Source: an optimization exercise on an open RTL-to-GDS flow (aim: small area). Production flows keep margins and buffers that such runs may drop. Only simulation tests tie the RTL to the original design; equivalence was not proved. Power is estimated from default activity; no workload was simulated.

===== flow/constraint.sdc =====
create_clock -name core_clock -period 8.0 [get_ports {clk}]
set_input_delay 1.6000 -clock core_clock [delete_from_list [all_inputs] [get_ports {clk}]]
set_output_delay 1.6000 -clock core_clock [all_outputs]
set_load 0.01 [all_outputs]

===== flow/config.mk =====
export PLATFORM = sky130hd
export DESIGN_NAME = wb_regfile_sb
export DESIGN_NICKNAME = wb_regfile_sb
export VERILOG_FILES = /design/flow/design.v
export SDC_FILE = /design/flow/constraint.sdc
export NUM_CORES = 4
export LEC_CHECK = 0
export CAP_MARGIN = 20
export CORE_MARGIN = 2
export CORE_UTILIZATION = 30
export SLEW_MARGIN = 20

===== flow/design.v =====
module wb_regfile_sb #(
   parameter int XLEN   = 32,
   parameter int PEND_W = 2
) (
   input  logic            clk,
   input  logic            rst,
   input  logic [4:0]      rs1_addr,
   input  logic [4:0]      rs2_addr,
   output logic [XLEN-1:0] rs1_data,
   output logic [XLEN-1:0] rs2_data,
   output logic            rs1_busy,
   output logic            rs2_busy,
   input  logic            wb_we,
   input  logic [4:0]      wb_rd,
   input  logic [XLEN-1:0] wb_data,
   input  logic            iss_valid,
   input  logic            iss_we,
   input  logic [4:0]      iss_rd,
   output logic            iss_ready,
   input  logic            flush
);
   localparam logic [PEND_W-1:0] CNT_MAX = {PEND_W{1'b1}};
   localparam logic [PEND_W-1:0] CNT_ONE = PEND_W'(1);
   logic [XLEN-1:0]   regs     [32];
   logic [PEND_W-1:0] cnt      [32];
   logic [PEND_W-1:0] cnt_next [32];
   logic [31:0]       inc_hit;
   logic [31:0]       dec_hit;
   logic              inc;
   logic              dec;
   assign iss_ready = (iss_rd == 5'd0) | (cnt[iss_rd] != CNT_MAX);
   assign inc       = iss_valid & iss_we & iss_ready & (iss_rd != 5'd0);
   assign dec       = wb_we & (wb_rd != 5'd0);
   generate
      for (genvar gi = 0; gi < 32; gi++) begin : g_hit
         assign inc_hit[gi] = inc & (iss_rd == 5'(gi));
         assign dec_hit[gi] = dec & (wb_rd == 5'(gi));
      end
   endgenerate
   always_ff @(posedge clk or posedge rst) begin
      if (rst) begin
         for (int i = 0; i < 32; i++) regs[i] <= '0;
      end else if (dec) begin
         regs[wb_rd] <= wb_data;
      end
   end
   always_comb begin
      for (int i = 0; i < 32; i++) begin
         cnt_next[i] = cnt[i];
         if (flush) begin
            cnt_next[i] = '0;
         end else if (inc_hit[i] && !dec_hit[i]) begin
            cnt_next[i] = cnt[i] + CNT_ONE;
         end else if (dec_hit[i] && !inc_hit[i] && cnt[i] != '0) begin
            cnt_next[i] = cnt[i] - CNT_ONE;
         end
      end
   end
   always_ff @(posedge clk or posedge rst) begin
      if (rst) begin
         for (int i = 0; i < 32; i++) cnt[i] <= '0;
      end else begin
         for (int i = 1; i < 32; i++) cnt[i] <= cnt_next[i];
         cnt[0] <= '0;
      end
   end
   always_comb begin
      rs1_data = (rs1_addr == 5'd0) ? '0 : regs[rs1_addr];
      rs2_data = (rs2_addr == 5'd0) ? '0 : regs[rs2_addr];
      rs1_busy = (cnt[rs1_addr] != '0);
      rs2_busy = (cnt[rs2_addr] != '0);
      if (dec && wb_rd == rs1_addr) begin
         rs1_data = wb_data;
         if (cnt[rs1_addr] == CNT_ONE) rs1_busy = 1'b0;
      end
      if (dec && wb_rd == rs2_addr) begin
         rs2_data = wb_data;
         if (cnt[rs2_addr] == CNT_ONE) rs2_busy = 1'b0;
      end
   end
endmodule

===== flow/run.sh =====
#!/bin/bash
# synth_recipe.tcl (not shown) runs the flow's synth.tcl, then flattens the netlist and writes it again
# the make line also repeats each setting of config.mk as NAME=value (left out here)
make -C /OpenROAD-flow-scripts/flow DESIGN_CONFIG=/design/flow/config.mk WORK_HOME=/design/flow/orfs CLKGATE_MAP_FILE= SYNTH_SCRIPT=/design/flow/synth_recipe.tcl finish

==> notes.md <==
| Stage | Item | Reported |
|:---|:---|:---|
| run status | Result of the run | complete, no violations |
| global route | Number of global-route vias before repair | 47517 |
| setup path | Capturing element of the worst setup path | rs2_data[13] |
| yosys | Net Count, Synth | 4838 |
| finish | Layout cell share with drive strength beyond 1 | 29.8% |
| setup path | Ordered list of cells on the worst path | clkdlybuf4s50_1 -> nand2b_1 -> nor2_4 -> buf_12 -> a22o_1 -> a221oi_1 -> nand4_1 -> nor3_1 -> o31ai_1 -> clkdlybuf4s50_1 |
| setup path | Worst Path Class, Setup | input port to output pin |
| yosys | Proportion of synthesized chip area in sequential cells | 49.3% |
| routing | Detailed-router iteration count before antenna repair | 13 |
| yosys | Top cells by area in the synthesized netlist | sky130_fd_sc_hd__dfrtp_1, sky130_fd_sc_hd__mux2_2, sky130_fd_sc_hd__a22oi_1 |
| clocking | Number of buffers created by CTS | 111 |
| die | I/O pin count | 125 |
| setup path | Number of cell instances on the worst register-to-register path | 10 |
| finish | Post-layout nets | 4843 |
| pwr | Cell Pwr Density | 239 mW/mm^2 |
| pwr | Proportion of power drawn by combinational gates | 14.2% |
| timing | Fmax | 0.133 GHz |
| die | Core area | 0.177 sq mm |
| clocking | Longest Clk Path Bufs | 3 |
| yosys | Biggest area consumer among synthesized cells | sky130_fd_sc_hd__dfrtp_1 |
| pwr | Internal Power | 10.6 mW |
| setup path | Number of gates on the worst path with buffers counted | 10 |
| yosys | Share of synthesized flip-flops with an asynchronous set or reset | 100% |
| clocking | Reg clk slew, reported paths | 0.06 ns |
| pwr | Switch share | 29.5% |
| routing | Initial detailed-routing violation count | 10255 |
| placement | Sum of net half-perimeters after detailed placement | 159000 microns |
| routing | Routed vias/inst | 6.90 |
| routing | Number of nets with antenna violations after routing | 0 |
| clocking | Root buffer cell | sky130_fd_sc_hd__clkbuf_16 |
| clocking | CTS tree | done |
| setup path | CP Data Required Time | 6.40 ns |
| setup path | Worst setup slack for register-to-register paths | 4.27 ns |
| setup path | Beginning of the critical path | rs2_addr[4] |
| yosys | Post-synthesis register bit count | 1054 |
| die | Starting Density | 30.3% |
| placement | Dpl cell area | 0.0588 sq mm |
| yosys | Count of distinct cell types in the synthesized netlist | 63 |
| setup path | CP max-delay cell | sky130_fd_sc_hd__nor2_4 |
| global route | Number of antenna violations at the first check in global routing | 17 |
| setup path | Maximum fanout along the worst path | 20 |
| setup path | Type of origin of the critical path | input port |
| setup path | Longest individual stage delay on the worst path | 1.15 ns |
| yosys | Ys flop type | sky130_fd_sc_hd__dfrtp_1 |
| die | Chip width | 426 microns |
| routing | Total number of vias | 49839 |
| pwr | Pwr Total | 15.0 mW |
| clocking | Count of instances resized after the clock tree is built | 0 |
| global route | Overflow left after global routing | 0 |
| yosys | Post-synth EDFFs | 0 |
| finish | Area occupied by multi-input gates | 0.0260 sq mm |
| die | Die outline area | 0.182 sq mm |
| pwr | Net switching power of the design | 4.41 mW |
| global route | Largest net degree at the start of global routing | 156 |
| min path | Worst min-delay path category | flip-flop to flip-flop |
| clocking | H-tree depth reported by CTS | 3 |
| timing | Relative slew margins | 13.3% |
| yosys | Mapped Area | 0.0535 sq mm |
| setup path | Reg2Reg Capture Point | cnt[11][0]$_DFFE_PP0P_ |
| finish | Register area | 0.0264 sq mm |
| timing | Final slew viol count | 0 |
| global route | First-pass GRT wire length | 382000 microns |
| placement | Pre-CTS setup slack | 0.680 ns |
| finish | Post-route cell area | 0.0627 sq mm |
| timing | Endpoints failing setup | 0 |
| pwr | Maximum vdd ir drop | 152 uV |
| timing | Hold Violations, Final | 0 |
| yosys | Top cell type's share of synthesized area | 49.3% |
| die | Vertical die dimension | 426 microns |
| finish | Area grow syn2layout | 17.3% |
| timing | Unrepaired setup endpoints after global routing | false |
| timing | Post-layout minimum cycle time | 7.53 ns |
| pwr | Total leakage power | 26.5 nW |
| setup path | Buf/Inv on CP | 3 |
| pwr | Register share of total power | 48.7% |
| pwr | Clock share of power | 37.1% |
| min path | Number of cells traversed by the worst hold path | 2 |
| global route | GRT Resource Usage Total | 29.6% |
| routing | WL final | 276000 microns |
| routing | Avg WL per Cell | 38.2 microns |
| timing | Worst setup slack after layout | 0.472 ns |
| job | Max-capacitance violation count | 0 |
| clocking | Hold buffer count at cts | 0 |
| routing | Remaining design rule violation count | 0 |
| clocking | Skew-Pair Late Insertion Delay | 0.76 ns |
| setup path | Library cell appearing most often on the critical path | sky130_fd_sc_hd__clkdlybuf4s50_1 |
| setup path | Endpoint class of the critical path | output pin |
| setup path | Family of cells with the greatest summed delay on the critical path | simple AND/OR/NAND/NOR gates |
| placement | IO Port Bufs | 124 |
| timing | Period utilisation layout | 94.1% |
| yosys | Yosys warnings | 4 |
| timing | Worst-case hold slack | 0.511 ns |
| setup path | Reg-to-reg startpoint | cnt[6][1]$_DFFE_PP0P_ |
| clocking | Clk sinks | 1054 |
| setup path | Data arrival time of the worst path | 5.93 ns |
| die | Row count | 154 |
| timing | Transition time of the tightest slew-check pin | 1.30 ns |
| clocking | Number of buffers added for setup after CTS | 0 |
| placement | Routability cong. | 0.979 |
| yosys | Synth Area per Inst | 11.2 sq um |
| finish | Number of fill cells in the layout | 17182 |
| timing | Worst-case clock skew | 0.0105 ns |
| yosys | Cell count after synthesis | 4780 |
-- cell families after synthesis --
| logic type | after synthesis | share of synthesized area (%) |
|---|---|---|
| DFF | 1054 | 49.3 |
| muxes | 910 | 19.1 |
| xor gates and xnor gates | 14 | 0.229 |
| AOI/OAI and AO/OA | 1329 | 18.9 |
| and+or+nand+nor | 995 | 9.01 |
| buffers and inverters | 478 | 3.42 |
-- cells in the mapped netlist (7+ instances only) --
cell                       instances
sky130_fd_sc_hd__and3b_1           7
sky130_fd_sc_hd__nand4_1         155
sky130_fd_sc_hd__mux2i_1           7
sky130_fd_sc_hd__and3_1           10
sky130_fd_sc_hd__nor2b_1          17
sky130_fd_sc_hd__nand2_1         393
sky130_fd_sc_hd__nand3_1         107
sky130_fd_sc_hd__nor3b_1          10
sky130_fd_sc_hd__xnor2_1          10
sky130_fd_sc_hd__o21ai_0          99
sky130_fd_sc_hd__o21a_1           16
sky130_fd_sc_hd__buf_2            15
sky130_fd_sc_hd__a21oi_1         143
sky130_fd_sc_hd__nor4_1           23
sky130_fd_sc_hd__o31ai_1          34
sky130_fd_sc_hd__inv_1             9
sky130_fd_sc_hd__nor2_1          118
sky130_fd_sc_hd__nand2b_1         26
sky130_fd_sc_hd__clkbuf_1        421
sky130_fd_sc_hd__nor3_1           76
sky130_fd_sc_hd__and4_1           10
sky130_fd_sc_hd__a31oi_1          13
sky130_fd_sc_hd__a222oi_1         66
sky130_fd_sc_hd__a22o_1          215
sky130_fd_sc_hd__a211oi_1         33
sky130_fd_sc_hd__mux2_2          902
sky130_fd_sc_hd__a221oi_1        215
sky130_fd_sc_hd__dfrtp_1        1054
sky130_fd_sc_hd__a22oi_1         468
sky130_fd_sc_hd__buf_1            30
sky130_fd_sc_hd__and2_1           10
-- sequential cells by signal, indices dropped and copies added, names as in the netlist --
name  cells
regs    992
cnt      62
-- placed cells by master (no fill, tap or decap), drive strengths merged, types with 66 or more instances in the layout --
master,count
nor2,118
a22oi,468
clkdlybuf4s50,108
nand4,155
a221oi,215
a222oi,66
nand2,393
a22o,215
dfrtp,1054
o21ai,99
a21oi,144
nand3,108
clkbuf,155
buf,253
mux2,903
nor3,76
-- worst min-delay path by stage --
| stage | startpoint | end | slack [ns] |
|---|---|---|---|
| global route | regs[31][26]$_DFFE_PP0P_ | regs[31][26]$_DFFE_PP0P_ | 0.53 |
| global placement | regs[31][26]$_DFFE_PP0P_ | regs[31][26]$_DFFE_PP0P_ | 0.49 |
| detailed placement | regs[31][16]$_DFFE_PP0P_ | regs[31][16]$_DFFE_PP0P_ | 0.49 |
| CTS | regs[5][16]$_DFFE_PP0P_ | regs[5][16]$_DFFE_PP0P_ | 0.51 |
| floorplan | regs[31][6]$_DFFE_PP0P_ | regs[31][6]$_DFFE_PP0P_ | 0.47 |
| finish | regs[5][16]$_DFFE_PP0P_ | regs[5][16]$_DFFE_PP0P_ | 0.51 |
-- power by group through the flow --
stage / combinational (mW) / sequential (mW) / clock, mW
finish: 2.12 / 7.31 / 5.56
global route: 2.26 / 7.36 / 5.78
CTS: 2.09 / 7.21 / 5.56
detailed placement: 2.08 / 7.30 / 0
global placement: 2.03 / 7.28 / 0
floorplan: 1.37 / 6.96 / 0
-- worst register-to-register path: stages, from the launching register on --
cell                       delay, ns
sky130_fd_sc_hd__dfrtp_1        0.47
sky130_fd_sc_hd__mux2_4         0.30
sky130_fd_sc_hd__a32oi_1        0.20
sky130_fd_sc_hd__o2111a_1       0.22
sky130_fd_sc_hd__nand4_1        0.12
sky130_fd_sc_hd__or4_4          0.58
sky130_fd_sc_hd__a21oi_4        0.88
sky130_fd_sc_hd__buf_4          0.32
sky130_fd_sc_hd__a31oi_1        0.13
sky130_fd_sc_hd__a211oi_1       0.29
sky130_fd_sc_hd__nor3_1         0.07
-- cell type report --
cell class / instances / area share, %
sequential: 1054 / 42.0
multi-input combinational: 3248 / 41.4
timing repair buffer: 361 / 5.67
clock buffer: 155 / 5.12
tap: 2340 / 4.67
clock inverter: 45 / 0.967
inverter: 9 / 0.0618
antenna: 14 / 0.0558
-- per-stage QoR --
step	utilization (%)	setup TNS [ns]	cells
after global routing	35.5	0	7214
after CTS	35.5	0	7205
after floorplan	-	-8572.77	4780
final	35.5	0	7226
after detailed placement	33.3	0	7005
after global placement	33.3	0	7004
-- routing by layer --
metal  wire (microns)  vias to the layer above  part of all wire [%]  track usage, %
met5              102                        -                 0.037           0.238
met3            40500                     1642                    15            12.1
met1            96800                    24782                    35            35.8
met2           113000                     4874                    41            42.0
met4            26000                       18                   9.4            22.1
li1                 -                    18523                     -               -

## re-timing with driven ports
Ports are ideal in the flow. The routed layout listed here was re-timed in OpenROAD. Step 1 sets driving cells, clkbuf_16 on the clock port and buf_2 on the other inputs (assumed; they add their load-dependent delay and slew). Step 2 adds t to the input delays and takes it off the output delays; t is the mean of the earliest and latest rising clock arrival at the registers after step 1. Input paths then give back, and output paths get back, about the clock's delay inside the block. a / b / c = no drivers / after step 1 / after step 2; a / b = the first two.
t, ns: 0.845
setup slack, ns: 0.472 / 0.442 / 0.442
hold WS [ns]: 0.511 / 0.511 / 0.511
latest minus earliest clock arrival (ns): 0.031 / 0.031
slew at the worst register clock pin (ns): 0.07 / 0.07
After both steps setup and hold are still met in this run. The setup slack of this run moves by -0.030 ns with the drivers and by -0.030 ns with both steps.
